What follows belongs to an exercise in optimizing a design on an open flow for small area and few clock cycles per item; a production flow would make more cautious choices. Function was checked by simulation only, so behaviour that the tests miss may differ from the original.

## flow/constraint.sdc

```tcl
create_clock -name core_clock -period 7.5 [get_ports {i_clk}]
set_input_delay 1.5000 -clock core_clock [delete_from_list [all_inputs] [get_ports {i_clk}]]
set_output_delay 1.5000 -clock core_clock [all_outputs]
set_load 0.01 [all_outputs]
```

## flow/run.sh

```bash
#!/bin/bash
# synth_recipe.tcl (not shown) runs the flow's synth.tcl, then flattens the netlist and writes it again
# the make line also repeats each setting of config.mk as NAME=value (left out here)
make -C /OpenROAD-flow-scripts/flow DESIGN_CONFIG=/design/flow/config.mk WORK_HOME=/design/flow/orfs CLKGATE_MAP_FILE= SYNTH_SCRIPT=/design/flow/synth_recipe.tcl finish
```

## flow/design.v

```verilog
package cmplx_pkg;
  localparam int DIN_W_DEF  = 16;
  localparam int DOUT_W_DEF = 16;
  localparam int SHIFT_DEF  = 15;
  localparam int TAG_W_DEF  = 8;
  localparam int ACC_W = 66;
  typedef struct packed {
    logic [ACC_W-1:0] val;
    logic             ovf;
  } rs_t;
  function automatic rs_t round_sat(
    input logic signed [ACC_W-1:0] x,
    input int                      shift,
    input int                      dout_w
  );
    logic signed [ACC_W:0] one;
    logic signed [ACC_W:0] r;
    logic signed [ACC_W:0] hi;
    logic signed [ACC_W:0] lo;
    rs_t res;
    one    = '0;
    one[0] = 1'b1;
    r = {x[ACC_W-1], x};
    if (shift > 0)
      r = r + (one <<< (shift - 1));
    r  = r >>> shift;
    hi = (one <<< (dout_w - 1)) - one;
    lo = -(one <<< (dout_w - 1));
    res.val = r[ACC_W-1:0];
    res.ovf = 1'b0;
    if (r > hi) begin
      res.val = hi[ACC_W-1:0];
      res.ovf = 1'b1;
    end else if (r < lo) begin
      res.val = lo[ACC_W-1:0];
      res.ovf = 1'b1;
    end
    round_sat = res;
  endfunction
endpackage
module cmplx_round_sat
#(
  parameter int IN_W   = 34,
  parameter int DOUT_W = 16,
  parameter int SHIFT  = 15
) (
  input  logic signed [IN_W-1:0]   din,
  output logic signed [DOUT_W-1:0] dout,
  output logic                     ovf
);
  logic signed [cmplx_pkg::ACC_W-1:0] ext;
  cmplx_pkg::rs_t                     r;
  logic                               unused_hi;
  assign ext  = cmplx_pkg::ACC_W'(din);
  assign r    = cmplx_pkg::round_sat(ext, SHIFT, DOUT_W);
  assign dout = r.val[DOUT_W-1:0];
  assign ovf  = r.ovf;
  assign unused_hi = ^r.val[cmplx_pkg::ACC_W-1:DOUT_W];
endmodule
module complex_mult_stream
#(
  parameter int DIN_W  = cmplx_pkg::DIN_W_DEF,
  parameter int DOUT_W = cmplx_pkg::DOUT_W_DEF,
  parameter int SHIFT  = cmplx_pkg::SHIFT_DEF,
  parameter int TAG_W  = cmplx_pkg::TAG_W_DEF
) (
  input  logic                     i_clk,
  input  logic                     i_rst,
  input  logic                     i_valid,
  output logic                     o_ready,
  input  logic signed [DIN_W-1:0]  i_real_h,
  input  logic signed [DIN_W-1:0]  i_imag_h,
  input  logic signed [DIN_W-1:0]  i_real_y,
  input  logic signed [DIN_W-1:0]  i_imag_y,
  input  logic                     i_conj,
  input  logic [TAG_W-1:0]         i_tag,
  output logic                     o_valid,
  input  logic                     i_ready,
  output logic signed [DOUT_W-1:0] o_real,
  output logic signed [DOUT_W-1:0] o_imag,
  output logic [TAG_W-1:0]         o_tag,
  output logic                     o_ovf
);
  localparam int PROD_W = 2 * DIN_W;
  localparam int SUM_W  = 2 * DIN_W + 2;
  logic                     en;
  logic                     s1_v;
  logic signed [DIN_W-1:0]  s1_a, s1_b, s1_c, s1_d;
  logic                     s1_conj;
  logic [TAG_W-1:0]         s1_tag;
  logic                     s2_v;
  logic signed [PROD_W-1:0] s2_ac, s2_bd, s2_ad, s2_bc;
  logic                     s2_conj;
  logic [TAG_W-1:0]         s2_tag;
  logic signed [SUM_W-1:0]  sum_re, sum_im;
  logic signed [DOUT_W-1:0] rs_re, rs_im;
  logic                     ovf_re, ovf_im;
  assign en      = ~o_valid | i_ready;
  assign o_ready = en;
  always_comb begin
    if (s2_conj) begin
      sum_re = SUM_W'(s2_ac) + SUM_W'(s2_bd);
      sum_im = SUM_W'(s2_bc) - SUM_W'(s2_ad);
    end else begin
      sum_re = SUM_W'(s2_ac) - SUM_W'(s2_bd);
      sum_im = SUM_W'(s2_ad) + SUM_W'(s2_bc);
    end
  end
  cmplx_round_sat #(
    .IN_W  (SUM_W),
    .DOUT_W(DOUT_W),
    .SHIFT (SHIFT)
  ) u_rs_re (
    .din (sum_re),
    .dout(rs_re),
    .ovf (ovf_re)
  );
  cmplx_round_sat #(
    .IN_W  (SUM_W),
    .DOUT_W(DOUT_W),
    .SHIFT (SHIFT)
  ) u_rs_im (
    .din (sum_im),
    .dout(rs_im),
    .ovf (ovf_im)
  );
  always_ff @(posedge i_clk) begin
    if (i_rst) begin
      s1_v    <= 1'b0;
      s2_v    <= 1'b0;
      o_valid <= 1'b0;
      o_real  <= '0;
      o_imag  <= '0;
      o_tag   <= '0;
      o_ovf   <= 1'b0;
    end else if (en) begin
      s1_v    <= i_valid;
      s1_a    <= i_real_h;
      s1_b    <= i_imag_h;
      s1_c    <= i_real_y;
      s1_d    <= i_imag_y;
      s1_conj <= i_conj;
      s1_tag  <= i_tag;
      s2_v    <= s1_v;
      s2_ac   <= PROD_W'(s1_a) * PROD_W'(s1_c);
      s2_bd   <= PROD_W'(s1_b) * PROD_W'(s1_d);
      s2_ad   <= PROD_W'(s1_a) * PROD_W'(s1_d);
      s2_bc   <= PROD_W'(s1_b) * PROD_W'(s1_c);
      s2_conj <= s1_conj;
      s2_tag  <= s1_tag;
      o_valid <= s2_v;
      o_real  <= rs_re;
      o_imag  <= rs_im;
      o_tag   <= s2_tag;
      o_ovf   <= ovf_re | ovf_im;
    end
  end
endmodule
```

## flow/config.mk

```make
export PLATFORM = sky130hd
export DESIGN_NAME = complex_mult_stream
export DESIGN_NICKNAME = complex_mult_stream
export VERILOG_FILES = /design/flow/design.v
export SDC_FILE = /design/flow/constraint.sdc
export NUM_CORES = 4
export LEC_CHECK = 0
export CAP_MARGIN = 20
export CORE_MARGIN = 2
export CORE_UTILIZATION = 40
export PLACE_DENSITY = 0.6
export SLEW_MARGIN = 20
```

==> flow_metrics.tcl <==
set metrics [dict create \
    syn_nets 7026 \
    hold_viol 0 \
    end_kind "flop" \
    grt_pass1_wl_mm 226 \
    final_common_cell "inv_1" \
    synth_area_sq_um 52100 \
    clk_latency_ps 650 \
    vias 37200 \
    first_global_vias 39400 \
    initial_core_util 0.403 \
    fillers 12500 \
    ys_ff_latch 254 \
    numCtsBuffers 39 \
    cp_common_cell "fa_1" \
    route.detailed.drc 0 \
    coreArea_sq_um 129000 \
    grt.total_usage 0.223 \
    fin_crit_sh 0.961 \
    cp.buffers_inverters 8 \
    whs_ps 413 \
    cp_max_fo 7 \
    holdCritPathClass "reg -> reg" \
    cp.arrival_ps 7570 \
    layout_common_cells "1180 x inv_1, 1047 x fa_1, 674 x nand2_1, 412 x and2_1, 394 x ha_1" \
    antenna_found_initial 12 \
    ys_types 94 \
    gp_congestion 0.906 \
    maxCapViolCount 0 \
    post-route-min-period_ps 7200 \
    crit_required_ps 7860 \
    cp_top_family "adder cells" \
    grt-ovfl-total 0 \
    r2r_slack_ps 300 \
    portBuffers 119 \
    die_h_microns 365 \
    synth-warning-count 2 \
    drt_wl_total_mm 142 \
    dieArea_sq_um 133000 \
    htree_num_levels 2 \
    synth_edf_count 210 \
    hpwl_mm 118 \
    die_w_microns 365 \
    io-pin-count 120 \
    yosysTopAreaCellShare 0.403 \
    grt_max_degree 103 \
    numClockSinks 254 \
    slowest_stage "fa_1" \
    startpoint_type "flop" \
    synthArstFlopShare 0 \
    setup_viol 0 \
    criticalPathCategory "reg -> reg" \
    synth.area.top_cells "fa_1 40%, edfxtp_1 12%, ha_1 9.5%" \
    clock.fmax_mhz 139 \
    synth_area_per_cell_sq_um 9.45 \
    multiInputGateArea_sq_um 39600 \
    worst_pin_slew_ps 1070 \
    synth_seq_area_share 0.138 \
    drt-initial-drc-count 2250 \
    cts_tree "done" \
    nets 7125 \
    drt_pass1_iterations 6 \
    post_drt_wl_per_cell_microns 19.3 \
    status "complete, no violations" \
    seqCellArea_sq_um 7190 \
    root_buffer "clkbuf_16" \
    area_growth_pct 10.3 \
    cts.path.max_buffers 3 \
    ys.flop_type "edfxtp_1" \
    clk_pin_slew_worst_paths_ps 60 \
    ant_nets 0 \
    place_inst 7281 \
    skew_ps 37.1 \
    drive_above_1_share 0.0501 \
    vias_per_cell 5.05 \
    drv_slew 0 \
    stdcell_count 7380 \
    syn_inst 5507 \
    hold_buffers 0 \
    yosysTopAreaCell "fa_1" \
    row_count 132 \
    slew_headroom 0.289 \
    max_stage_delay_ps 540 \
]
[what timing repair did]
item                       in CTS  in global routing
hold endpoints to repair        0                  0
setup endpoints to repair       0                 29
resized for setup               0                 14
setup buffers                   0                 25
[synthesized netlist by cell type (18+ instances only)]
library cell / instances
inv_1: 1180
fa_1: 1048
nand2_1: 674
and2_1: 412
ha_1: 394
clkbuf_1: 217
edfxtp_1: 210
nor2_1: 192
xnor2_1: 184
a21oi_1: 156
o21ai_0: 107
nand2b_1: 85
xor2_1: 64
nor3_1: 55
a211oi_1: 50
dfxtp_1: 44
nand3_1: 44
a21o_1: 42
a31oi_1: 28
and3_1: 26
nor2b_1: 20
o211ai_1: 20
o21a_1: 20
o21bai_1: 20
or3_1: 18
[flip-flops by register name (all words and copies together) (netlist names), 16 cells and up]
signal	cells
s1_a	16
s2_bd	32
s1_b	16
s2_ad	32
s2_bc	32
o_imag	16
s1_d	16
s2_ac	32
s1_c	16
o_real	16
[final timing paths]
check,from,cells past startpoint,endpoint
setup / recovery,s1_c[2]$_DFFE_PP_,25,s2_ac[25]$_DFFE_PP_
hold / removal,s1_tag[7]$_DFFE_PP_,0,s2_tag[7]$_DFFE_PP_
setup reg to reg,s1_c[2]$_DFFE_PP_,25,s2_ac[25]$_DFFE_PP_
hold reg to reg,s1_tag[7]$_DFFE_PP_,0,s2_tag[7]$_DFFE_PP_
[cells by family (layout without fill, tap and decap cells)]
family	Yosys count	after routing	share of synthesized area
muxes	11	11	0.00224
buffers and inverters	1413	1539	0.102
adders and majority gates	1442	1442	0.498
xor gates and xnor gates	248	248	0.0417
AOI/OAI and AO/OA	534	534	0.0660
and+or+nand+nor	1605	1605	0.152
DFF	254	254	0.138
other	0	5	0
[metal layers]
metal,track usage,vias to the layer above,routed length (microns)
met5,0,-,40
met4,0.0713,6,4960
met3,0.0379,171,8620
met2,0.363,890,66300
met1,0.302,19100,62400
li1,-,17100,-
[final cells by class]
cell class | count | area share
repair buffers | 290 | 0.0474
clock buffers | 43 | 0.0173
inverters | 1181 | 0.0772
flip-flops and latches | 254 | 0.125
diodes | 5 | 0.000218
clock inverters | 25 | 0.00538
well taps | 1742 | 0.0380
multi-input cells | 3840 | 0.689
[per-stage QoR]
stage | utilization | TNS [ps] | area, sq um | setup WS [ps]
2_1_floorplan | - | 0 | 52100 | 776
3_3_place_gp | 0.432 | 0 | 55800 | 170
3_5_place_dp | 0.432 | 0 | 55800 | 108
4_1_cts | 0.442 | 0 | 57100 | 84.2
5_1_grt | 0.444 | -6.95 | 57400 | -6.95
6_report | 0.444 | 0 | 57400 | 296
Testbench counts, summed over its fixed seeds: cycles 4,824, items 4,800.

[what the ideal ports hide]
How much do the figures lean on ideal ports? The routed layout below was timed once more, with nothing changed but the port constraints.
Step 1: set_driving_cell puts a clkbuf_16 on i_clk and a buf_2 on each other input, an assumption about the parent block.
Step 2 times the ports against the registers' clock, not the clock port: input delays grow and output delays shrink by t, the midpoint of the rising clock arrivals with the driver on.
a / b / c = no drivers / after step 1 / after step 2; a / b = the first two.
t, ns: 0.708
slack for setup (ns): 0.296 / 0.296 / 0.296
worst data-port slew with drivers (ns): 0.07
After both steps setup and hold are still met in this run. The setup slack of this run moves by 0.000 ns with the drivers and by 0.000 ns with both steps.
